This design comes from an exercise in tuning for small area, a short achievable clock period and few clock cycles per item on the open sky130 flow, not from production work.
Where RTL was checked, it was by simulation tests only, not by an equivalence proof against the original.

==> inputs of run a <==
==> flow/design.v <==
`default_nettype none
package mem_pkg;
  localparam int MEM_DATA_W = 16;
  localparam int MEM_ADDR_W = 16;
  localparam int MEM_WAIT_W = 4;
  typedef enum logic [1:0] {
    IDLE = 2'd0,
    WAIT = 2'd1,
    RESP = 2'd2
  } mem_state_t;
endpackage
`default_nettype wire
`default_nettype none
module mem_array
#(
  parameter int DEPTH = 256
) (
  input  logic                     clk,
  input  logic                     rst,
  input  logic                     i_we,
  input  logic                     i_re,
  input  logic                     i_clr,
  input  logic [$clog2(DEPTH)-1:0] i_addr,
  input  logic [mem_pkg::MEM_DATA_W-1:0]    i_wdata,
  output logic [mem_pkg::MEM_DATA_W-1:0]    o_rdata
);
  logic [mem_pkg::MEM_DATA_W-1:0] r_mem [DEPTH];
  logic [mem_pkg::MEM_DATA_W-1:0] r_rdata;
  always_ff @(posedge clk) begin
    if (i_we) begin
      r_mem[i_addr] <= i_wdata;
    end
  end
  always_ff @(posedge clk or posedge rst) begin
    if (rst) begin
      r_rdata <= '0;
    end else if (i_re) begin
      r_rdata <= i_clr ? '0 : r_mem[i_addr];
    end
  end
  assign o_rdata = r_rdata;
endmodule
`default_nettype wire
`default_nettype none
module mem_responder
#(
  parameter int DEPTH       = 256,
  parameter int WAIT_CYCLES = 1
) (
  input  logic                  clk,
  input  logic                  rst,
  input  logic                  req_valid,
  output logic                  req_ready,
  input  logic                  write_enable,
  input  logic [mem_pkg::MEM_ADDR_W-1:0] addr,
  input  logic [mem_pkg::MEM_DATA_W-1:0] data_in,
  output logic [mem_pkg::MEM_DATA_W-1:0] mem_data_out,
  output logic                  resp_valid,
  output logic                  err
);
  localparam int c_idx_w = $clog2(DEPTH);
  localparam logic [mem_pkg::MEM_WAIT_W-1:0] c_wait_load =
    (WAIT_CYCLES > 0) ? mem_pkg::MEM_WAIT_W'(WAIT_CYCLES - 1) : '0;
  mem_pkg::mem_state_t            r_state;
  mem_pkg::mem_state_t            w_next;
  logic [mem_pkg::MEM_WAIT_W-1:0] r_cnt;
  logic                  r_we;
  logic                  r_oor;
  logic [mem_pkg::MEM_ADDR_W-1:0] r_addr;
  logic [mem_pkg::MEM_DATA_W-1:0] r_data;
  logic                  w_accept;
  logic                  w_enter_resp;
  logic                  w_sel_we;
  logic                  w_sel_oor;
  logic [mem_pkg::MEM_ADDR_W-1:0] w_sel_addr;
  logic [mem_pkg::MEM_DATA_W-1:0] w_sel_data;
  logic                  w_unused_hi;
  always_ff @(posedge clk or posedge rst) begin
    if (rst) begin
      r_state <= mem_pkg::IDLE;
    end else begin
      r_state <= w_next;
    end
  end
  always_comb begin
    w_next       = r_state;
    req_ready    = 1'b0;
    resp_valid   = 1'b0;
    w_accept     = 1'b0;
    w_enter_resp = 1'b0;
    case (r_state)
      mem_pkg::IDLE: begin
        req_ready = 1'b1;
        if (req_valid) begin
          w_accept = 1'b1;
          if (WAIT_CYCLES == 0) begin
            w_next       = mem_pkg::RESP;
            w_enter_resp = 1'b1;
          end else begin
            w_next = mem_pkg::WAIT;
          end
        end
      end
      mem_pkg::WAIT: begin
        if (r_cnt == '0) begin
          w_next       = mem_pkg::RESP;
          w_enter_resp = 1'b1;
        end
      end
      mem_pkg::RESP: begin
        resp_valid = 1'b1;
        w_next     = mem_pkg::IDLE;
      end
      default: w_next = mem_pkg::IDLE;
    endcase
  end
  always_ff @(posedge clk or posedge rst) begin
    if (rst) begin
      r_cnt  <= '0;
      r_we   <= 1'b0;
      r_oor  <= 1'b0;
      r_addr <= '0;
      r_data <= '0;
    end else if (w_accept) begin
      r_cnt  <= c_wait_load;
      r_we   <= write_enable;
      r_oor  <= w_sel_oor;
      r_addr <= addr;
      r_data <= data_in;
    end else if (r_state == mem_pkg::WAIT && r_cnt != '0) begin
      r_cnt <= r_cnt - 1'b1;
    end
  end
  assign w_sel_we   = (r_state == mem_pkg::IDLE) ? write_enable : r_we;
  assign w_sel_addr = (r_state == mem_pkg::IDLE) ? addr         : r_addr;
  assign w_sel_data = (r_state == mem_pkg::IDLE) ? data_in      : r_data;
  generate
    if (c_idx_w < mem_pkg::MEM_ADDR_W) begin : g_oor_chk
      assign w_sel_oor = |w_sel_addr[mem_pkg::MEM_ADDR_W-1:c_idx_w];
    end else begin : g_oor_none
      assign w_sel_oor = 1'b0;
    end
  endgenerate
  assign w_unused_hi = ^w_sel_addr;
  assign err         = resp_valid & r_oor;
  mem_array #(
    .DEPTH(DEPTH)
  ) u_mem_array (
    .clk    (clk),
    .rst    (rst),
    .i_we   (w_enter_resp & w_sel_we & ~w_sel_oor),
    .i_re   (w_enter_resp & ~w_sel_we),
    .i_clr  (w_sel_oor),
    .i_addr (w_sel_addr[c_idx_w-1:0]),
    .i_wdata(w_sel_data),
    .o_rdata(mem_data_out)
  );
endmodule
`default_nettype wire
==> flow/run.sh <==
#!/bin/bash
# synth_recipe.tcl (not shown) runs the flow's synth.tcl, then flattens the netlist and writes it again
# the make line also repeats each setting of config.mk as NAME=value (left out here)
make -C /OpenROAD-flow-scripts/flow DESIGN_CONFIG=/design/flow/config.mk WORK_HOME=/design/flow/orfs CLKGATE_MAP_FILE= SYNTH_SCRIPT=/design/flow/synth_recipe.tcl finish
==> flow/config.mk <==
export PLATFORM = sky130hd
export DESIGN_NAME = mem_responder
export DESIGN_NICKNAME = mem_responder
export VERILOG_FILES = /design/flow/design.v
export SDC_FILE = /design/flow/constraint.sdc
export NUM_CORES = 4
export LEC_CHECK = 0
export CAP_MARGIN = 20
export CORE_MARGIN = 2
export CORE_UTILIZATION = 35
export PLACE_DENSITY = 0.5
export SLEW_MARGIN = 20
==> flow/constraint.sdc <==
create_clock -name core_clock -period 6.0 [get_ports {clk}]
set_input_delay 1.2000 -clock core_clock [delete_from_list [all_inputs] [get_ports {clk}]]
set_output_delay 1.2000 -clock core_clock [all_outputs]
set_load 0.01 [all_outputs]
==> run b (differences from run a) <==
==> flow/design.v (replaced) <==
`default_nettype none
package mem_pkg;
  localparam int MEM_DATA_W = 16;
  localparam int MEM_ADDR_W = 16;
  localparam int MEM_WAIT_W = 4;
  typedef enum logic [1:0] {
    IDLE = 2'd0,
    WAIT = 2'd1,
    RESP = 2'd2
  } mem_state_t;
endpackage
`default_nettype wire
`default_nettype none
module mem_array
#(
  parameter int DEPTH = 256
) (
  input  logic                           clk,
  input  logic                           i_we,
  input  logic [$clog2(DEPTH)-1:0]       i_waddr,
  input  logic [mem_pkg::MEM_DATA_W-1:0] i_wdata,
  input  logic [$clog2(DEPTH)-1:0]       i_raddr,
  output logic [mem_pkg::MEM_DATA_W-1:0] o_rdata
);
  logic [mem_pkg::MEM_DATA_W-1:0] r_mem [DEPTH];
  always_ff @(posedge clk) begin
    if (i_we) begin
      r_mem[i_waddr] <= i_wdata;
    end
  end
  assign o_rdata = r_mem[i_raddr];
endmodule
`default_nettype wire
`default_nettype none
module mem_responder
#(
  parameter int DEPTH       = 256,
  parameter int WAIT_CYCLES = 1
) (
  input  logic                           clk,
  input  logic                           rst,
  input  logic                           req_valid,
  output logic                           req_ready,
  input  logic                           write_enable,
  input  logic [mem_pkg::MEM_ADDR_W-1:0] addr,
  input  logic [mem_pkg::MEM_DATA_W-1:0] data_in,
  output logic [mem_pkg::MEM_DATA_W-1:0] mem_data_out,
  output logic                           resp_valid,
  output logic                           err
);
  localparam int c_idx_w = $clog2(DEPTH);
  logic                           w_oor;
  logic [mem_pkg::MEM_DATA_W-1:0] w_rdata;
  logic                           r_valid;
  logic                           r_err;
  logic [mem_pkg::MEM_DATA_W-1:0] r_rdata;
  generate
    if (c_idx_w < mem_pkg::MEM_ADDR_W) begin : g_oor_chk
      assign w_oor = |addr[mem_pkg::MEM_ADDR_W-1:c_idx_w];
    end else begin : g_oor_none
      assign w_oor = 1'b0;
    end
  endgenerate
  assign req_ready = 1'b1;
  always_ff @(posedge clk or posedge rst) begin
    if (rst) begin
      r_valid <= 1'b0;
      r_err   <= 1'b0;
    end else begin
      r_valid <= req_valid;
      r_err   <= req_valid & w_oor;
    end
  end
  always_ff @(posedge clk) begin
    r_rdata <= w_oor ? '0 : w_rdata;
  end
  assign resp_valid   = r_valid;
  assign err          = r_err;
  assign mem_data_out = r_rdata;
  mem_array #(
    .DEPTH(DEPTH)
  ) u_mem_array (
    .clk    (clk),
    .i_we   (req_valid & write_enable & ~w_oor),
    .i_waddr(addr[c_idx_w-1:0]),
    .i_wdata(data_in),
    .i_raddr(addr[c_idx_w-1:0]),
    .o_rdata(w_rdata)
  );
endmodule
`default_nettype wire
==> qor.yml <==
layout:
  fin_area_um2: 182000
  nFillCells: 39404
  mostFrequentLayoutCells: "4,096 x edfxtp_1, 990 x mux2i_1, 529 x mux4_2"
  clkbuf_count: 539
  flops_and_latches: 4114
worst_setup_path:
  critPathLaunchType: "input pin"
  worst_r2r_endpoint: "r_rdata[15]$_SDFF_PP0_"
  arrival_ps: 6050
timing:
  fin_ws_ps: 780
synthesis:
  synth_compound_gate_area_share: 0.0433
  syn_area_per_cell_um2: 20.4
power_and_ir_drop:
  powerComb_mw: 2.56
status:
  status: "complete, no violations"
global_routing:
  grt.met2_usage: 0.319
# the run above: run b

==> qor.yml <==
timing:
  fin_ws_ps: 661
  rsz0062_at_grt: "false"
layout:
  fin_area_um2: 176000
  flops_and_latches: 4152
  mostFrequentLayoutCells: "4,096 x edfxtp_1, 2,069 x o22ai_1, 1,023 x o21ai_0"
  nFillCells: 38326
  clkbuf_count: 536
  top_register: "u_mem_array.r_mem"
worst_setup_path:
  worst_r2r_endpoint: "u_mem_array.r_rdata[6]$_DFFE_PP0P_"
  critPathLaunchType: "flop"
  crit_chain: "or2_2 -> buf_4 -> mux2_8 -> buf_12 -> buf_4 -> buf_4 -> o22ai_1 -> o21ai_0 -> a41oi_1 -> nor4_1 -> nand3_1 -> o21ai_1"
drt:
  met2_length_mm: 232
synthesis:
  syn_area_per_cell_um2: 17.1
  synth_compound_gate_area_share: 0.137
global_routing:
  grt.met2_usage: 0.352
  grt-busiest-layer: "met2"
status:
  status: "complete, no violations"
# the run above: run a

Testbench counts of run b, summed over its fixed seeds: cycles 16,008, items 16,000.
Only the layout flow was run in run a; the RTL was not checked for function there.

## what the ideal ports hide
How much do the figures lean on ideal ports? The routed layouts below were timed once more, with nothing changed but the port constraints.
Step 1, drivers: a clkbuf_16 drives clk and a buf_2 each remaining input, both assumed.
Step 2 also shifts input and output timing later by t, the mid clock arrival at the registers, as if the neighbouring blocks saw the same clock.
a / b / c = ideal / step 1 / step 2; a / b = the first two.
| run | shift t [ns] | slack for setup (ns) | worst slew at a driven data input, ns |
|---|---|---|---|
| run a | 1.103 | 0.661 / 0.661 / -0.046 | 0.08 |
| run b | 1.059 | 0.780 / 0.739 / -0.321 | 0.25 |
Met with ideal ports but missed after step 2: setup timing in run a and run b. For run b, which loses most, drivers alone change the setup slack by -0.041 ns; drivers and shift together by -1.101 ns.
